This is an optimization exercise on Yosys and OpenROAD, whose aim is small area, a short achievable clock period and few clock cycles per item, not a production implementation.
Only simulation tests tie the RTL to the original design; equivalence was not proved.
No activity file was given, so power comes from the tool's default toggle rates.

## flow/design.v (module list and top-level ports; edited modules follow where they fit)
// module dadda_mul: 1913 lines
// module mul_ha: 4 lines
// module mul_fa: 4 lines
module dadda_mul
(
	input  logic        clk,
	input  logic        rst_n,
	input  logic        req_valid,
	input  logic [15:0] req_a,
	input  logic [15:0] req_b,
	output logic        rsp_valid,
	output logic [31:0] rsp_product
);
  // ...
==> flow/flow/run.sh <==
#!/bin/bash
set -euo pipefail
export BUFFER_PORTS_ARGS="-buffer_cell sky130_fd_sc_hd__buf_2"
bash standard.sh > standard_flow.log 2>&1
==> flow/standard.sh <==
#!/bin/bash
# synth_recipe.tcl (not shown) runs the flow's synth.tcl, then flattens the netlist and writes it again
# the make line also repeats each setting of config.mk as NAME=value (left out here)
make -C /OpenROAD-flow-scripts/flow DESIGN_CONFIG=/design/flow/config.mk WORK_HOME=/design/flow/orfs CLKGATE_MAP_FILE= SYNTH_SCRIPT=/design/flow/synth_recipe.tcl "${@:-finish}"
==> flow/config.mk <==
export PLATFORM = sky130hd
export DESIGN_NAME = dadda_mul
export DESIGN_NICKNAME = dadda_mul
export VERILOG_FILES = /design/flow/design.v
export SDC_FILE = /design/flow/constraint.sdc
export NUM_CORES = 4
export LEC_CHECK = 0
export CAP_MARGIN = 20
export CORE_MARGIN = 2
export CORE_UTILIZATION = 60
export SETUP_SLACK_MARGIN = 0.4
export SLEW_MARGIN = 20
export SYNTH_HIERARCHICAL = 1
export SYNTH_MINIMUM_KEEP_SIZE = 0
==> flow/constraint.sdc <==
create_clock -name core_clock -period 3.0 [get_ports {clk}]
set_input_delay 0.6000 -clock core_clock [delete_from_list [all_inputs] [get_ports {clk}]]
set_output_delay 0.6000 -clock core_clock [all_outputs]
set_load 0.01 [all_outputs]
==> run_results.csv, run 1 <==
group,metric,value,unit
placed_design,portBuffers,67,
setup_path,crit_arrival,2.91,ns
outcome,status,"finished clean",
floorplanning,die_x,133,um
layout,stdcell_count,1161,
clock_tree,clkLatencyLatePin,0.43,ns
global_route,grt_usage,0.261,
setup_path,crit-reg2reg-capture,"r896",
route,drcViolationCount,0,
floorplanning,coreArea,16400,um2
global_route,antenna_found_initial,0,
setup_path,start_kind,"input pin",
yosys,synth.most_common_cell,"nand2_1",
yosys,ys_async_sr_fraction,0.0132,
placed_design,dp.cells,1128,
yosys,synthesis.nets,1154,
global_route,grt_start_max_net_pins,18,
global_route,grtUsageMet3,0.0506,
floorplanning,die_h,133,um
setup_path,crit_end,"r701",
setup_path,critPathMostFrequentCell,"fa_1",
global_route,use_met1,0.367,
setup_path,crit_family,"adder cells",
layout,clock_buffers,17,
setup_path,crit_path_max_fanout,6,
min_path,min_from,"req_valid",
power,switchingPower,4.40,mW
route,first_pass_iters,5,
setup_path,r2r_setup_slack,0.43,ns
global_route,gr-max-usage-layer,"met2",
route,vias,6281,
floorplanning,initial_utilization,0.607,
power,pg_comb,5.80,mW
yosys,synth-main-ff-cell,"dfxtp_1",
timing,fin_crit_sh,0.870,
power,maxPowerGroup,"combinational cells",
layout,synthToLayoutAreaGrowth,12.3,%
yosys,synth_cells,875,
layout,multi_input_area_share,0.579,
floorplanning,core.rowCount,47,
timing,whs,0.272,ns
Testbench counts, summed over its fixed seeds: cycles 4,112, items 4,096.
==> inputs of run 2 (changes only) <==
--- a/flow/config.mk
+++ b/flow/config.mk
@@ -10,2 +10,3 @@
 export CORE_UTILIZATION = 60
+export CTS_BUF_LIST = sky130_fd_sc_hd__clkbuf_8
 export SETUP_SLACK_MARGIN = 0.4
==> run_results.csv, run 2 <==
group,metric,value,unit
placed_design,dp_hpwl,16.6,mm
yosys,synthesis.nets,1154,
yosys,avgSynthCellArea,11.4,um2
yosys,yosys.area.top_type_share,0.398,
power,powerDensity,969,nW/um2
clock_tree,htree_levels,4,
yosys,ys_async_sr_fraction,0.0132,
power,combPwrFrac,0.544,
layout,final_nets,1207,
timing,setup_viol,0,
power,clockPowerShare,0.142,
floorplanning,initial_utilization,0.607,
layout,final_area,11000,um2
yosys,synth_fa_ha_area_frac,0.456,
layout,layout_commonest_cell,"nand2_1",
layout,n_antenna_cell,0,
power,p_leak,4.46,nW
timing,slew_violations,0,
yosys,synth-main-ff-cell,"dfxtp_1",
clock_tree,post_cts_buffers,0,
placed_design,place_ws,-0.0994,ns
yosys,synth_cells,875,
yosys,synth_enable_flop_cells,0,
timing,layout_setup_ws,0.431,ns
timing,post-route-min-period,2.57,ns
power,vdd_drop_max,0.723,mV
clock_tree,numCtsBuffers,17,
timing,max_freq,389,MHz
floorplanning,die_h,133,um
setup_path,crit_arrival,2.94,ns
clock_tree,clockBufferDepth,2,
timing,relSlewSlack,0.637,
min_path,min_from,"req_valid",
power,power_frac_seq,0.314,
yosys,synth-seq-cells,152,
setup_path,crit_path_max_fanout,4,
route,wl,20.9,mm
placed_design,gp_congestion,0.888,
layout,mostFrequentLayoutCells,"nand2_1 (219), fa_1 (181), dfxtp_1 (148)",
floorplanning,coreArea,16400,um2
layout,synthToLayoutAreaGrowth,10.4,%
power,power,10.7,mW
power,p_int,6.33,mW
yosys,synth_cell_type_count,36,
yosys,synth_top_area_cell,"fa_1",
layout,top_register,"vld",
yosys,synth_top_family_by_area,"adder cells",
global_route,gr-total-overflow,0,
route,vias,6256,
yosys,synth_xor_xnor_area_share,0.0211,
yosys,yosys_warnings,7,
timing,tightest_slew,0.543,ns
floorplanning,die_x,133,um
clock_tree,root_buffer,"clkbuf_8",
setup_path,setup.worst_path.end_class,"flip-flop",
layout,fillCellCount,1289,
yosys,synth_common_cells,"nand2_1 (225), fa_1 (198), dfxtp_1 (150), ha_1 (46), and2_1 (44)",
global_route,grt_pass1_vias,6774,
setup_path,required,3.37,ns
yosys,ys_top_cells_by_area,"fa_1 (40%), dfxtp_1 (30%), nand2_1 (8.5%)",
floorplanning,dieArea,17600,um2
timing,whs,0.238,ns
setup_path,r2r-start,"r527",
layout,drive_above_1_share,0.189,
timing,skew,0.0101,ns
floorplanning,ioPinCount,68,
power,switching_share,0.406,
setup_path,path_class,"reg2reg",
clock_tree,clkLatencyLatePin,0.46,ns
yosys,yosysSeqAreaShare,0.307,
setup_path,setup.worst_path.start,"r527",
timing,fin_crit_sh,0.856,
global_route,antenna_found_initial,0,
global_route,grt_usage,0.257,
floorplanning,core.rowCount,47,
route,routedWlPerCell,18.0,um
timing,rsz0062_at_grt,"true",
global_route,grt_start_max_net_pins,18,
yosys,synth-compound-area-share,0.0333,
yosys,syn-cell-area,9960,um2
layout,largest_reg_flops,2,
route,first_pass_iters,7,
min_path,hold_path_class,"in2reg",
outcome,status,"finished clean",
yosys,muxShareOfSynthArea,0,
clock_tree,clock_sinks,152,
clock_tree,clkTransAtPathRegs,0.09,ns
setup_path,start_kind,"flip-flop",
global_route,grt_pass1_wl,34.5,mm
clock_tree,cts_tree,"done",
placed_design,portBuffers,67,
route,drcViolationCount,0,
yosys,synth.most_common_cell,"nand2_1",
run,maxCapViolations,0,
yosys,synthSimpleGateAreaFrac,0.129,
timing,hold_viol_final,0,
route,drtIter0Drc,368,
power,switchingPower,4.32,mW
route,viasPerCell,5.39,
route,ant_nets,0,
placed_design,place_area,10500,um2
==> run 2: routing by layer <==
metal	vias to the layer above	GRT usage	part of all wire
met5	-	0	0
met4	0	0.0723	0.013
met3	27	0.0490	0.065
met2	208	0.412	0.49
met1	3252	0.364	0.44
li1	2769	-	-
==> run 2: area by class of cell <==
class / instances / area (um2) / share of cell area
inverters: 37 / 139 / 0.0126
clock buffers: 17 / 234 / 0.0213
multi-input cells: 613 / 6480 / 0.589
flip-flops and latches: 152 / 3060 / 0.278
well taps: 220 / 275 / 0.0250
repair buffers: 107 / 656 / 0.0597
clock inverters: 15 / 153 / 0.0139
==> run 2: power groups by stage <==
| stage | registers (mW) | clock network [mW] | logic, mW |
|---|---|---|---|
| 3_3_place_gp | 3.37 | 0 | 5.42 |
| 3_5_place_dp | 3.40 | 0 | 5.66 |
| 5_1_grt | 3.43 | 1.63 | 6.65 |
| 6_report | 3.34 | 1.52 | 5.79 |
| 4_1_cts | 3.35 | 1.56 | 5.79 |
| 2_1_floorplan | 3.31 | 0 | 4.52 |
==> run 2: through the flow <==
step                 util  std cells  TNS, ns
CTS                 0.667       1161        0
global placement    0.642       1128  -0.0256
global route        0.670       1161        0
finish              0.670       1161        0
detailed placement  0.642       1128   -0.164
floorplan               -        875        0
==> run 2: timing repair <==
item                                    CTS  global route
gates resized for setup                   2             8
gates cloned                              0             0
hold endpoints to repair                  2             0
pin swaps                                 0             6
endpoints found under the setup margin    4             8
hold buffers                              1             0
==> run 2: path summary, 6_finish.rpt <==
check                      endpoint  cells past startpoint  slack (ns)
hold / removal               vld[0]                      1        0.24
setup reg to reg               r896                      7        0.43
setup / recovery               r896                      7        0.43
hold reg to reg               r1040                      0        0.34
max in group asynchronous    vld[0]                      2        2.47
min in group asynchronous    vld[1]                      2        0.44
==> run 2: cell families after synthesis <==
logic type      count (synthesis)
compound gates                 46
xor+xnor                       24
fa+ha+maj                     244
buf+inv                       110
flops                         152
simple gates                  299
==> run 2: Yosys stat by module, one instance, submodules excluded <==
module	flip-flops and latches	cells	area, um2	copies in the design
dadda_mul	152	680	6060	1
mul_fa	0	1	20.0	195
==> run 2: worst max-delay path, stage by stage, from the launching register on <==
cell and delay, ns:
dfxtp_2 0.33, fa_2 0.38, fa_1 0.48, fa_1 0.57, ha_4 0.22, a21o_1 0.16, a21o_1 0.16, a21o_1 0.17

==> re-timing with driven ports <==
The results above use ideal ports. As a check the final layouts listed here were re-extracted and re-timed, cells and wires unchanged.
Step 1 assumes that a clkbuf_16 drives the clock port and a buf_2 every other input.
Step 2, shift: input delay + t, output delay - t, t = (earliest + latest rising clock arrival at the registers) / 2. This alone moves slack from input paths to output paths.
a / b / c = no drivers / after step 1 / after step 2; a / b = the first two.
| run | t (ns) | setup slack, ns | worst setup path after step 2 | latest minus earliest clock arrival (ns) |
|---|---|---|---|---|
| run 1 | 0.470 | 0.389 / 0.413 / -0.057 | input to register | 0.008 / 0.008 |
| run 2 | 0.496 | 0.431 / 0.431 / -0.044 | input to register | 0.012 / 0.013 |
Met with ideal ports but missed after step 2: setup timing in run 1 and run 2. The setup slack of run 2, which loses most, moves by 0.000 ns with the drivers and by -0.475 ns with both steps.
